Background: an optimization exercise with open tools, aiming at small area. Do not read the settings as production practice.
Where RTL was checked, it was by simulation tests only, not by an equivalence proof against the original.
Power figures rest on the tool's default switching activity, not on a simulated workload.

## wip/juniper
==> flow/design.v (excerpt) <==
module issue_stage (
    input  logic                          clk,
    input  logic                          reset,
    input  logic                          stall,
    input  logic                          flush,
    input  logic [135:0]                  in_data,
    input  logic [1:0]                    hit,
    output logic                          full,
    output logic [19:0]                   reg_addr,
    input  logic [127:0]                  reg_data,
    input  logic [3:0]                    reg_ready,
    output logic [247:0]                  issue_out,
    output logic [32-1:0] single_count,
    output logic [32-1:0] dual_count
);
export LEC_CHECK = 0
export CAP_MARGIN = 0
export CORE_MARGIN = 2
export CORE_UTILIZATION = 75
export PLACE_DENSITY = 0.8
export SLEW_MARGIN = 0
create_clock -name core_clock -period 4.2 [get_ports {clk}]
standard.sh (not shown) runs the stock make flow with config.mk's settings and CLKGATE_MAP_FILE= SYNTH_SCRIPT=/design/flow/synth_recipe.tcl, a recipe that flattens the netlist after the stock synthesis.
==> flow/flow/run.sh <==
#!/bin/bash
set -euo pipefail
export BUFFER_PORTS_ARGS="-buffer_cell sky130_fd_sc_hd__buf_1"
export CTS_ARGS="-sink_clustering_enable -repair_clock_nets -dont_use_dummy_load -buf_list {sky130_fd_sc_hd__clkbuf_4} -root_buf sky130_fd_sc_hd__clkbuf_8 -sink_clustering_size 11 -sink_clustering_max_diameter 40"
bash standard.sh > standard_flow.log 2>&1
wip/juniper: full flow OK, the timing, design-rule and antenna checks passed
diff inputs: wip/juniper => wip/maple
Settings: PLACE_DENSITY: 0.8 -> unset; CORE_UTILIZATION: 75 -> 60; CAP_MARGIN: 0 -> 20; SLEW_MARGIN: 0 -> 20.
==> flow/flow/run.sh <==
#!/bin/bash
set -euo pipefail
export BUFFER_PORTS_ARGS="-buffer_cell sky130_fd_sc_hd__buf_1"
export CTS_ARGS="-sink_clustering_enable -repair_clock_nets -dont_use_dummy_load -buf_list {sky130_fd_sc_hd__clkbuf_8} -root_buf sky130_fd_sc_hd__clkbuf_16 -sink_clustering_size 14 -sink_clustering_max_diameter 50"
bash standard.sh > standard_flow.log 2>&1
Findings:
- On wip/maple: overall power consumption is about 5% higher than what wip/juniper gave.
- Comparing fraction of the cycle the final worst path needs for wip/maple and wip/juniper, the bigger number came from wip/juniper.
- Going from wip/juniper to wip/maple, clock power rose 21%; buffer count excluding the clock tree in the final layout fell 4.
- Run comparison: wip/maple last element of the critical path ob[10]$_DFF_P_; wip/juniper last element of the critical path single_count[16]$_SDFFE_PN0P_
- Relative to wip/juniper, the final cell area reported for wip/maple is higher.
- Compared with wip/juniper, wip/maple shows a higher internal portion of total power.
- First-iteration DRC count (wip/maple vs. wip/juniper) decreases by more than a quarter
- Comparing wip/maple and wip/juniper, maximum clock rate is higher on wip/maple.
## Diff of input files: wip/willow against wip/maple
Settings: PLACE_DENSITY newly set to 0.8; CORE_UTILIZATION changed from 60 to 75; CAP_MARGIN changed from 20 to 0; SLEW_MARGIN changed from 20 to 0.
==> flow/flow/run.sh <==
#!/bin/bash
set -euo pipefail
export BUFFER_PORTS_ARGS="-buffer_cell sky130_fd_sc_hd__buf_1"
export CTS_ARGS="-sink_clustering_enable -repair_clock_nets -dont_use_dummy_load -buf_list {sky130_fd_sc_hd__clkbuf_8} -sink_clustering_size 14 -sink_clustering_max_diameter 50"
bash standard.sh > standard_flow.log 2>&1
==> comparison <==
Clock group share of total power: wip/willow vs wip/maple down 2.0 points. Row final instance area: wip/willow lower / wip/maple higher. Between wip/maple and wip/willow, post-layout minimum cycle time increased. wip/maple reports its capturing instance or port of the critical path as ob[10]$_DFF_P_ while wip/willow reports single_count[16]$_SDFFE_PN0P_.

---

== main ==
issue_stage, a different RTL version from the one above (not shown whole).
Size in the first run: ~2400 cells after synthesis, about 860 flip-flops, ~610 I/O pins.
clock: 4.2 ns
lec_check: 0
cap_margin: 20
core_margin: 2
core_utilization: 60
slew_margin: 20
==> flow/flow/run.sh <==
#!/bin/bash
set -euo pipefail
export BUFFER_PORTS_ARGS="-buffer_cell sky130_fd_sc_hd__buf_1"
export CTS_ARGS="-sink_clustering_enable -repair_clock_nets -dont_use_dummy_load -buf_list {sky130_fd_sc_hd__clkbuf_4 sky130_fd_sc_hd__clkbuf_8}"
bash standard.sh > standard_flow.log 2>&1
The following lists how the feature branch was set up differently from main:
- CORE_UTILIZATION changed from 60 to 40
==> flow/flow/run.sh <==
#!/bin/bash
set -euo pipefail
export BUFFER_PORTS_ARGS="-buffer_cell sky130_fd_sc_hd__buf_1"
export CTS_ARGS="-sink_clustering_enable -repair_clock_nets -dont_use_dummy_load"
bash standard.sh > standard_flow.log 2>&1
Findings:
- The feature branch ended up with head[0]$_SDFF_PP0_ as its launch point of the worst path; main ended up with head[1]$_SDFF_PP0_.
- The feature branch vs main: count of cells along the worst register-to-register path up in the feature branch
- Compared to main, the feature branch has via count 451 lower.
- | post-route worst setup slack | lower: main |
- Delta (the feature branch minus main): total track usage fell 9.2 points; final area rose 750 µm²; layout cell share with drive strength beyond 1 fell 1.4 points; critical path depth rose 2.
- Taking main as the reference, in the feature branch maximum number of pins on one net before global-route repair rose by 1; non-clock buffer count fell by about 0.8%; post-synthesis to final-layout area growth rose by 2.1 points; power share of the combinational group fell by 1.1 points.
No run of this note included a check of the RTL's function; only the layout flow was run.

---

run A:
RTL: one of the versions met above, not the one the previous note started from.
Size in the first run: roughly 2400 cells after synthesis, ~860 flip-flops, ~610 I/O pins, ~35000 um2 of cells after synthesis.
Settings: LEC_CHECK=0, CAP_MARGIN=20, CORE_MARGIN=2, CORE_UTILIZATION=60, SLEW_MARGIN=20; clock period 4.2 ns.
==> flow/flow/run.sh <==
#!/bin/bash
set -euo pipefail
export BUFFER_PORTS_ARGS="-buffer_cell sky130_fd_sc_hd__buf_1"
export CTS_ARGS="-sink_clustering_enable -repair_clock_nets -dont_use_dummy_load -buf_list {sky130_fd_sc_hd__clkbuf_8} -sink_clustering_size 14 -sink_clustering_max_diameter 50"
bash standard.sh > standard_flow.log 2>&1
Changes in run B relative to run A:
Settings: PLACE_DENSITY now 0.8, previously not set; CORE_UTILIZATION now 75, was 60.
Results
Run B finished every step from synthesis to the final layout, and the layout passed the timing, design-rule and antenna checks.
Signal arrival time at the worst endpoint: run B higher than run A
In the reports for run B and run A, the smaller cell count belongs to run B.
Changes observed in run B relative to run A: growth of design area from synthesis to finish now sits lower; setup total negative slack about even.
Run A → run B: final area now smaller, combinational power level, violation count after the first detailed-route iteration +55%, global-route usage saw an increase, total cell area at the placement stage went down.
Summary — utilization, run B relative to run A: higher, by 16 points.
## Diff of input files: run C against run B
Settings: CAP_MARGIN changed from 20 to 0; SLEW_MARGIN changed from 20 to 0.
==> flow/flow/run.sh <==
#!/bin/bash
set -euo pipefail
export BUFFER_PORTS_ARGS="-buffer_cell sky130_fd_sc_hd__buf_1"
export CTS_ARGS="-sink_clustering_enable -repair_clock_nets -dont_use_dummy_load -buf_list {sky130_fd_sc_hd__clkbuf_4} -root_buf sky130_fd_sc_hd__clkbuf_16 -sink_clustering_size 10 -sink_clustering_max_diameter 40"
bash standard.sh > standard_flow.log 2>&1
==> results.txt <==
On clock-pin transition on the worst setup and hold timing paths, run C and run B are neck and neck.
Re hold slack: run C is 73 ps up on run B.
Per the comparison of run C with run B, core utilization went down by 0.23 points, wire length of the first global-routing pass went down by 0.52%, overall power after layout went down by about 0.8%, area growth from synthesis to layout went down by 0.31 points, clock latency of the later-clocked register in the worst-skew pair went down by 80 ps.
Diff run B -> run C: synthesized area stayed essentially flat; detailed-route via count saw little to no change; cell area level.
The first element of the critical path comes out head[0] in one run and head[1] in the other, namely in run C and run B respectively.
The largest vdd supply drop in run C was higher than what run B gave.
Relative to run C, the following input files were edited for run D:
Settings: CAP_MARGIN: 0 -> 20; PLACE_DENSITY: 0.8 -> unset; SLEW_MARGIN: 0 -> 20; CORE_UTILIZATION: 75 -> 60.
==> flow/flow/run.sh <==
#!/bin/bash
set -euo pipefail
export BUFFER_PORTS_ARGS="-buffer_cell sky130_fd_sc_hd__buf_1"
export CTS_ARGS="-sink_clustering_enable -repair_clock_nets -dont_use_dummy_load -buf_list {sky130_fd_sc_hd__clkbuf_8} -sink_clustering_size 18 -sink_clustering_max_diameter 50"
bash standard.sh > standard_flow.log 2>&1
[summary]
- Going from run C to run D, design area increased by about 0.8% relative to the old numbers, overall via count from detail_route decreased by 1628 relative to the old numbers, post-layout total power increased by 0.96% relative to the old numbers, wire length on met1 increased by 7300 um relative to the old numbers.
- From run C to run D the numbers moved as follows: combinational power held; maximum number of pins on one net before global-route repair went up 36; share of the clock period used by the worst path went up 0.39 points.
- The final reports for run D and run C show placed instance area higher in the former.
- Of run C and run D, the run reporting the lower clock power share was run C.
- Between run C and run D, the difference in number of signal-net buffers in the layout is negligible.
The following lists how run E was set up differently from run D:
Settings: CAP_MARGIN now 0, was 20; SLEW_MARGIN now 0, was 20.
==> flow/flow/run.sh <==
#!/bin/bash
set -euo pipefail
export BUFFER_PORTS_ARGS="-buffer_cell sky130_fd_sc_hd__buf_1"
export CTS_ARGS="-sink_clustering_enable -repair_clock_nets -dont_use_dummy_load -buf_list {sky130_fd_sc_hd__clkbuf_8} -sink_clustering_size 14 -sink_clustering_max_diameter 50"
bash standard.sh > standard_flow.log 2>&1
Findings:
Run D and run E ended up with roughly the same total routing usage reported by global routing.
Global routing met2 resource utilization: run E vs run D down 0.21 points
Between run D and run E, the difference in routed wire length is negligible.
The wire length of the first global-routing pass of run E and that of run D are within noise of each other.
Delta (run E minus run D): switching power share of the total held steady, total power draw grew by 0.14 mW, register-to-register slack grew by 20 ps.
Compared with run D, run E shows a higher minimum setup slack in the final design.

==> what the ideal ports hide <==
The flow's constraints put no driver on any port. The routed layouts listed below were extracted and timed again, unchanged, in two steps.
Step 1: set_driving_cell puts a clkbuf_16 on clk and a buf_2 on each other input, an assumption about the parent block.
Step 2, shift: input delay + t, output delay - t, t = (earliest + latest rising clock arrival at the registers) / 2. This alone moves slack from input paths to output paths.
a / b / c = ideal / step 1 / step 2; a / b = the first two.
run | shift t [ns] | setup WS [ns] | hold slack, ns
wip/juniper | 0.747 | 0.121 / 0.095 / 0.121 | 0.317 / 0.280 / 0.456
wip/maple | 0.647 | 0.134 / 0.134 / 0.134 | 0.448 / 0.408 / 0.448
wip/willow | 0.730 | 0.111 / 0.111 / 0.111 | 0.358 / 0.321 / 0.454
main | 0.811 | 0.073 / 0.073 / 0.073 | 0.289 / 0.255 / 0.448
the feature branch | 0.686 | 0.113 / 0.113 / 0.113 | 0.427 / 0.390 / 0.456
run A | 0.730 | 0.138 / 0.138 / 0.138 | 0.358 / 0.325 / 0.447
run B | 0.730 | 0.111 / 0.111 / 0.111 | 0.358 / 0.321 / 0.454
run C | 0.646 | 0.134 / 0.134 / 0.134 | 0.430 / 0.395 / 0.455
run D | 0.734 | 0.117 / 0.117 / 0.117 | 0.327 / 0.294 / 0.447
run E | 0.732 | 0.134 / 0.134 / 0.134 | 0.360 / 0.326 / 0.450
After both steps setup and hold are still met in every run listed.
